Background: an optimization exercise with open tools, aiming at small area, a short achievable clock period and few clock cycles per item. Do not read the settings as production practice. Function not checked in this run: the RTL went through the layout flow alone. Power figures rest on the tool's default switching activity, not on a simulated workload.

==> flow/design.v <==
`default_nettype none
package skse_pkg;
   localparam int CAPACITY = 32;
   localparam int KEY_W    = 32;
   localparam logic [2:0] OP_INSERT    = 3'd0;
   localparam logic [2:0] OP_DELETE    = 3'd1;
   localparam logic [2:0] OP_SEARCH    = 3'd2;
   localparam logic [2:0] OP_LIST_ASC  = 3'd3;
   localparam logic [2:0] OP_LIST_DESC = 3'd4;
   localparam logic [2:0] ST_OK       = 3'd0;
   localparam logic [2:0] ST_DUP      = 3'd1;
   localparam logic [2:0] ST_NOTFOUND = 3'd2;
   localparam logic [2:0] ST_EMPTY    = 3'd3;
   localparam logic [2:0] ST_FULL     = 3'd4;
endpackage
`default_nettype wire
`default_nettype none
module skse_rsp_buf (
   input  wire               clock,
   input  wire               reset,
   input  wire               push,
   input  wire logic [35:0]  push_data,
   output logic              full,
   output logic              rsp_valid,
   input  wire               rsp_ready,
   output logic [35:0]       rsp_data
);
   logic        rv, kv;
   logic [35:0] rd, kd;
   logic        take;
   assign take = !rv || rsp_ready;
   always_ff @(posedge clock) begin
      if (reset) begin
         rv <= 1'b0;
         kv <= 1'b0;
      end else begin
         if (take) begin
            rv <= kv || push;
            kv <= 1'b0;
         end else if (push) begin
            kv <= 1'b1;
         end
      end
   end
   always_ff @(posedge clock) begin
      if (take) rd <= kv ? kd : push_data;
      if (!kv) kd <= push_data;
   end
   assign full      = kv;
   assign rsp_valid = rv;
   assign rsp_data  = rd;
endmodule
`default_nettype wire
`default_nettype none
module skse_cmp (
   input  wire logic [31:0] x,
   input  wire logic [31:0] y,
   output logic             g,
   output logic             e
);
   logic [31:0] gg, ee;
   always_comb begin
      gg = x & y;
      ee = x ^ y;
      for (int w = 1; w < 32; w = w * 2) begin
         for (int j = 0; j < 32; j = j + 2 * w) begin
            gg[j] = gg[j+w] | (ee[j+w] & gg[j]);
            ee[j] = ee[j+w] & ee[j];
         end
      end
      g = gg[0];
      e = ee[0];
   end
endmodule
`default_nettype wire
`default_nettype none
module sorted_key_set_engine (
   input  wire         clock,
   input  wire         reset,
   input  wire         req_valid,
   output logic        req_ready,
   input  wire  [2:0]  req_opcode,
   input  wire  [31:0] req_key,
   output logic        rsp_valid,
   input  wire         rsp_ready,
   output logic [2:0]  rsp_status,
   output logic [31:0] rsp_value,
   output logic        rsp_last
);
   localparam int N = skse_pkg::CAPACITY;
   localparam logic [31:0] M_EVEN = 32'h8000_0000;
   localparam logic [31:0] M_ODD  = 32'h7FFF_FFFF;
   function automatic logic [N-1:0] rotl(input logic [N-1:0] v);    
      rotl = {v[N-2:0], v[N-1]};
   endfunction
   function automatic logic [N-1:0] rotr(input logic [N-1:0] v);    
      rotr = {v[0], v[N-1:1]};
   endfunction
   logic [31:0]  s [N];                 
   logic [N-1:0] vld;                   
   logic [N-1:0] bo;                    
   logic         full, empty;
   logic         rdy;
   logic         v1;
   logic [2:0]   op1;
   logic [31:0]  key1;
   logic         v2, ins2, del2, lst2, desc2;
   logic [31:0]  key2;
   logic [N-1:0] lt2;                   
   logic         found2;
   logic [N-1:0] loh;                   
   logic         push, rfull;
   logic [35:0]  push_data, rsp_data;
   skse_rsp_buf u_rsp (
      .clock     (clock),
      .reset     (reset),
      .push      (push),
      .push_data (push_data),
      .full      (rfull),
      .rsp_valid (rsp_valid),
      .rsp_ready (rsp_ready),
      .rsp_data  (rsp_data)
   );
   assign rsp_status = rsp_data[35:33];
   assign rsp_last   = rsp_data[32];
   assign rsp_value  = rsp_data[31:0];
   assign req_ready  = rdy;
   logic listing, single2, fire2, ins_ok, del_ok, list_last, s2_done;
   logic [N-1:0] top;                   
   logic [N-1:0] geq2, sel_key, sel_up;
   logic [2:0]   status2;
   logic [31:0]  list_val;
   assign top     = full ? rotr(bo) : (vld & ~rotr(vld));
   assign listing = v2 && lst2 && !empty;
   assign single2 = v2 && !listing;
   assign fire2   = single2 && !rfull;
   assign ins_ok  = fire2 && ins2 && !found2 && !full;
   assign del_ok  = fire2 && del2 && found2;
   assign geq2    = vld & ~lt2;
   assign sel_key = {N{ins_ok}} & ~lt2 & (rotl(lt2) | bo);
   assign sel_up  = ({N{ins_ok}} & rotl(geq2)) | ({N{del_ok}} & rotl(lt2));
   always_comb begin
      if (ins2)
         status2 = found2 ? skse_pkg::ST_DUP : full ? skse_pkg::ST_FULL : skse_pkg::ST_OK;
      else if (empty)
         status2 = skse_pkg::ST_EMPTY;
      else if (!found2)
         status2 = skse_pkg::ST_NOTFOUND;
      else
         status2 = skse_pkg::ST_OK;
   end
   always_comb begin
      list_val = '0;
      for (int i = 0; i < N; i++)
         list_val |= (s[i] ^ ((i % 2) ? M_ODD : M_EVEN)) & {32{loh[i]}};
   end
   assign list_last = |(loh & (desc2 ? bo : top));
   assign push      = fire2 || (listing && !rfull);
   assign push_data = listing ? {skse_pkg::ST_OK, list_last, list_val} : {status2, 1'b1, 32'd0};
   assign s2_done   = !v2 || fire2 || (listing && !rfull && list_last);
   logic [31:0] kin_even, kin_odd;
   assign kin_even = ~(key2 ^ M_EVEN);
   assign kin_odd  = ~(key2 ^ M_ODD);
   always_ff @(posedge clock) begin
      for (int i = 0; i < N; i++) begin
         s[i] <= ~(({32{sel_key[i]}} & ((i % 2) ? kin_odd : kin_even)) |
                   ({32{sel_up[i]}} & s[(i + N - 1) % N]) |
                   ({32{!sel_key[i] && !sel_up[i]}} & ~s[i]));
      end
   end
   logic [N-1:0] vld_nx, bo_nx;
   always_comb begin
      vld_nx = vld;
      bo_nx  = bo;
      if (ins_ok) vld_nx = vld | sel_key | sel_up;
      if (del_ok) begin
         vld_nx = vld & ~bo;
         bo_nx  = rotl(bo);
      end
   end
   logic [N-1:0] lt1, eq1, lt1_nx;
   logic         found1, found1_nx, lt12, eq12, mv12;
   logic [31:0]  yo, ye;
   assign yo = key1 ^ 32'h8000_0000;      
   assign ye = ~yo;                       
   for (genvar i = 0; i < N; i++) begin : g_cmp
      logic g, e;
      skse_cmp u_cmp (.x(s[i]), .y((i % 2) ? yo : ye), .g(g), .e(e));
      assign lt1[i] = vld[i] && ((i % 2) ? g : !(g || e));
      assign eq1[i] = vld[i] && e;
   end
   logic g12, e12;
   skse_cmp u_cmp12b (.x(~(key2 ^ M_EVEN)), .y(yo), .g(g12), .e(e12));
   assign lt12 = g12;
   assign eq12 = e12;
   assign found1 = |eq1;
   always_comb begin
      for (int i = 0; i < N; i++) begin
         if (sel_key[i])     lt1_nx[i] = lt12;
         else if (sel_up[i]) lt1_nx[i] = lt1[(i + N - 1) % N];
         else                lt1_nx[i] = lt1[i] && !(del_ok && bo[i]);
      end
      found1_nx = found1;
      if (ins_ok) found1_nx = found1 || eq12;
      if (del_ok) found1_nx = found1 && !eq12;
   end
   assign mv12 = v1 && s2_done;
   logic v1_nx, v2_nx, acc, rfull_nx;
   assign acc = req_valid && rdy;
   assign rfull_nx = (rsp_valid && !rsp_ready) ? (rfull || push) : 1'b0;
   always_comb begin
      v1_nx = v1;
      if (mv12) v1_nx = 1'b0;
      if (acc)  v1_nx = (req_opcode <= skse_pkg::OP_LIST_DESC);
      v2_nx = v2;
      if (s2_done) v2_nx = mv12;
   end
   logic [N-1:0] loh_nx, top_nx;
   logic         lst2_nx, desc2_nx, last_nx, full_nx, empty_nx;
   always_comb begin
      full_nx  = &vld_nx;
      empty_nx = ~|vld_nx;
      top_nx   = full_nx ? rotr(bo_nx) : (vld_nx & ~rotr(vld_nx));
      loh_nx   = loh;
      if (mv12) begin
         if (empty_nx)
            loh_nx = '0;
         else if (op1 == skse_pkg::OP_LIST_DESC)
            loh_nx = top_nx;
         else if (op1 == skse_pkg::OP_LIST_ASC)
            loh_nx = bo_nx;
         else
            loh_nx = '0;
      end else if (listing && !rfull) begin
         if (list_last)  loh_nx = '0;
         else if (desc2) loh_nx = rotr(loh);
         else            loh_nx = rotl(loh);
      end
      lst2_nx  = mv12 ? (op1 == skse_pkg::OP_LIST_ASC || op1 == skse_pkg::OP_LIST_DESC) : lst2;
      desc2_nx = mv12 ? (op1 == skse_pkg::OP_LIST_DESC) : desc2;
      last_nx  = |(loh_nx & (desc2_nx ? bo_nx : top_nx));
   end
   always_ff @(posedge clock) begin
      if (reset) begin
         rdy   <= 1'b0;
         v1    <= 1'b0;
         v2    <= 1'b0;
         vld   <= '0;
         bo    <= {{(N-1){1'b0}}, 1'b1};
         full  <= 1'b0;
         empty <= 1'b1;
         loh   <= '0;
      end else begin
         v1    <= v1_nx;
         v2    <= v2_nx;
         vld   <= vld_nx;
         bo    <= bo_nx;
         full  <= full_nx;
         empty <= empty_nx;
         loh   <= loh_nx;
         rdy   <= !v1_nx || !v2_nx ||
                  (!rfull_nx && (!(lst2_nx && !empty_nx) || last_nx));
      end
   end
   always_ff @(posedge clock) begin
      if (acc) begin
         op1  <= req_opcode;
         key1 <= req_key;
      end
      lst2  <= lst2_nx;
      desc2 <= desc2_nx;
      if (mv12) begin
         ins2   <= (op1 == skse_pkg::OP_INSERT);
         del2   <= (op1 == skse_pkg::OP_DELETE);
         key2   <= key1;
         lt2    <= lt1_nx;
         found2 <= found1_nx;
      end
   end
endmodule
`default_nettype wire
==> flow/config.mk <==
export PLATFORM = sky130hd
export DESIGN_NAME = sorted_key_set_engine
export DESIGN_NICKNAME = sorted_key_set_engine
export VERILOG_FILES = /design/flow/design.v
export SDC_FILE = /design/flow/constraint.sdc
export NUM_CORES = 4
export LEC_CHECK = 0
export ABC_CLOCK_PERIOD_IN_PS = 2500
export CAP_MARGIN = 20
export CORE_MARGIN = 2
export CORE_UTILIZATION = 40
export SETUP_SLACK_MARGIN = 4.0
export SLEW_MARGIN = 20
==> flow/run.sh <==
#!/bin/bash
# synth_recipe.tcl (not shown) runs the flow's synth.tcl, then flattens the netlist and writes it again
# the make line also repeats each setting of config.mk as NAME=value (left out here)
make -C /OpenROAD-flow-scripts/flow DESIGN_CONFIG=/design/flow/config.mk WORK_HOME=/design/flow/orfs CLKGATE_MAP_FILE= SYNTH_SCRIPT=/design/flow/synth_recipe.tcl finish
==> flow/constraint.sdc <==
create_clock -name core_clock -period 6.5 [get_ports {clock}]
set_input_delay 1.3000 -clock core_clock [delete_from_list [all_inputs] [get_ports {clock}]]
set_output_delay 1.3000 -clock core_clock [all_outputs]
set_load 0.01 [all_outputs]
==> metrics.cfg <==
[synth]
yosys.area_share.adder_pct = 16.7
synth.avg_cell_area_sq_um = 9.14
yosysTopAreaCell = dfxtp_1
syn-instance-count = 8684
synth_nets = 9779
synth-simple-area-share_pct = 14.8
syn_area_sq_mm = 0.0793
synth.area.top_cells = dfxtp_1 29%, ha_1 17%, a221oi_1 9.9%, a21o_1 6.4%, edfxtp_1 5.2%
ys_ff_latch = 1303
synth_ff_type = dfxtp_1
ys_types = 107
ys_top_cells_by_count = 1,165 x dfxtp_1, 1,058 x nor2_1, 1,056 x ha_1
synth_top_area_share_pct = 29.4
yosys.area_share.xor_xnor_pct = 0
async_flop_share_pct = 0
synth_top_family_by_area = compound AO/OA/AOI/OAI gates
ys_seq_area_share_pct = 34.6
synth_edf_count = 138
synth_compound_area_share_pct = 29.4
yosysWarnings = 5
muxShareOfSynthArea_pct = 0.650
synth_most_common_cell = dfxtp_1

[floorplan]
rows = 163
die_h_microns = 449
die_w_microns = 449
initial_utilization_pct = 40.2
pin_count = 77

[placement]
port_buffers = 76
dp.cells = 11100
hpwlAfterDp_mm = 423
place.gp.congestion = 1.12

[grt]
track_usage_pct = 71.2
grt_overflow = 1
grt_max_degree = 50

[clock_tree]
cts-root-buf = clkbuf_16
htreeDepth = 4
ctsHoldBuffers = 0
numCtsBuffers = 158
clock_sinks = 1303
clk_path_buf_depth = 3

[run_status]
toolErrorMsg = [ERROR GRT-0232] Routing congestion too high. Check the congestion heatmap in the GUI.
outcome = did not finish
stop_stage = 5_1_grt

==> layer usage <==
metal / GRT overflow / global-route usage (%)
met2: 1 / 84.5
met5: 0 / 34.6
met3: 0 / 56.7
met1: 0 / 73.3
met4: 0 / 69.1
==> kinds of logic after synthesis <==
kind of cell	Yosys count
AOI/OAI and AO/OA	2999
and+or+nand+nor	2506
DFF	1303
adders and majority gates	1056
buffers and inverters	770
muxes	50
==> worst min path at each step <==
stage / startpoint / depth (start not counted) / to / slack [ns]
floorplan: u_rsp.kd[10] / 1 / u_rsp.kd[10] / 0.42
global placement: u_rsp.kd[10] / 1 / u_rsp.kd[10] / 0.44
detailed placement: u_rsp.kd[8] / 2 / u_rsp.kd[8] / 0.45
CTS: u_rsp.kd[18] / 2 / u_rsp.kd[18] / 0.47
==> stage by stage <==
stage               utilization [%]  power, uW  area (sq um)  worst slack [ns]
floorplan                         -      11400         80600              2.87
global placement               42.6      13300         84000             0.813
detailed placement             42.7      13300         84200              1.48
CTS                            54.0      23200        107000              2.57
==> power by group through the flow <==
| stage | combinational, uW | sequential [uW] | clock (uW) |
|---|---|---|---|
| after CTS | 3830 | 9900 | 9420 |
| after detailed placement | 3290 | 10000 | 0 |
| after global placement | 3230 | 10000 | 0 |
| after floorplan | 1990 | 9380 | 0 |
==> what timing repair did <==
item                        CTS
setup endpoints to repair  1298
buffers inserted            614
resized for setup          1977
gates cloned                114
pin swaps                   328
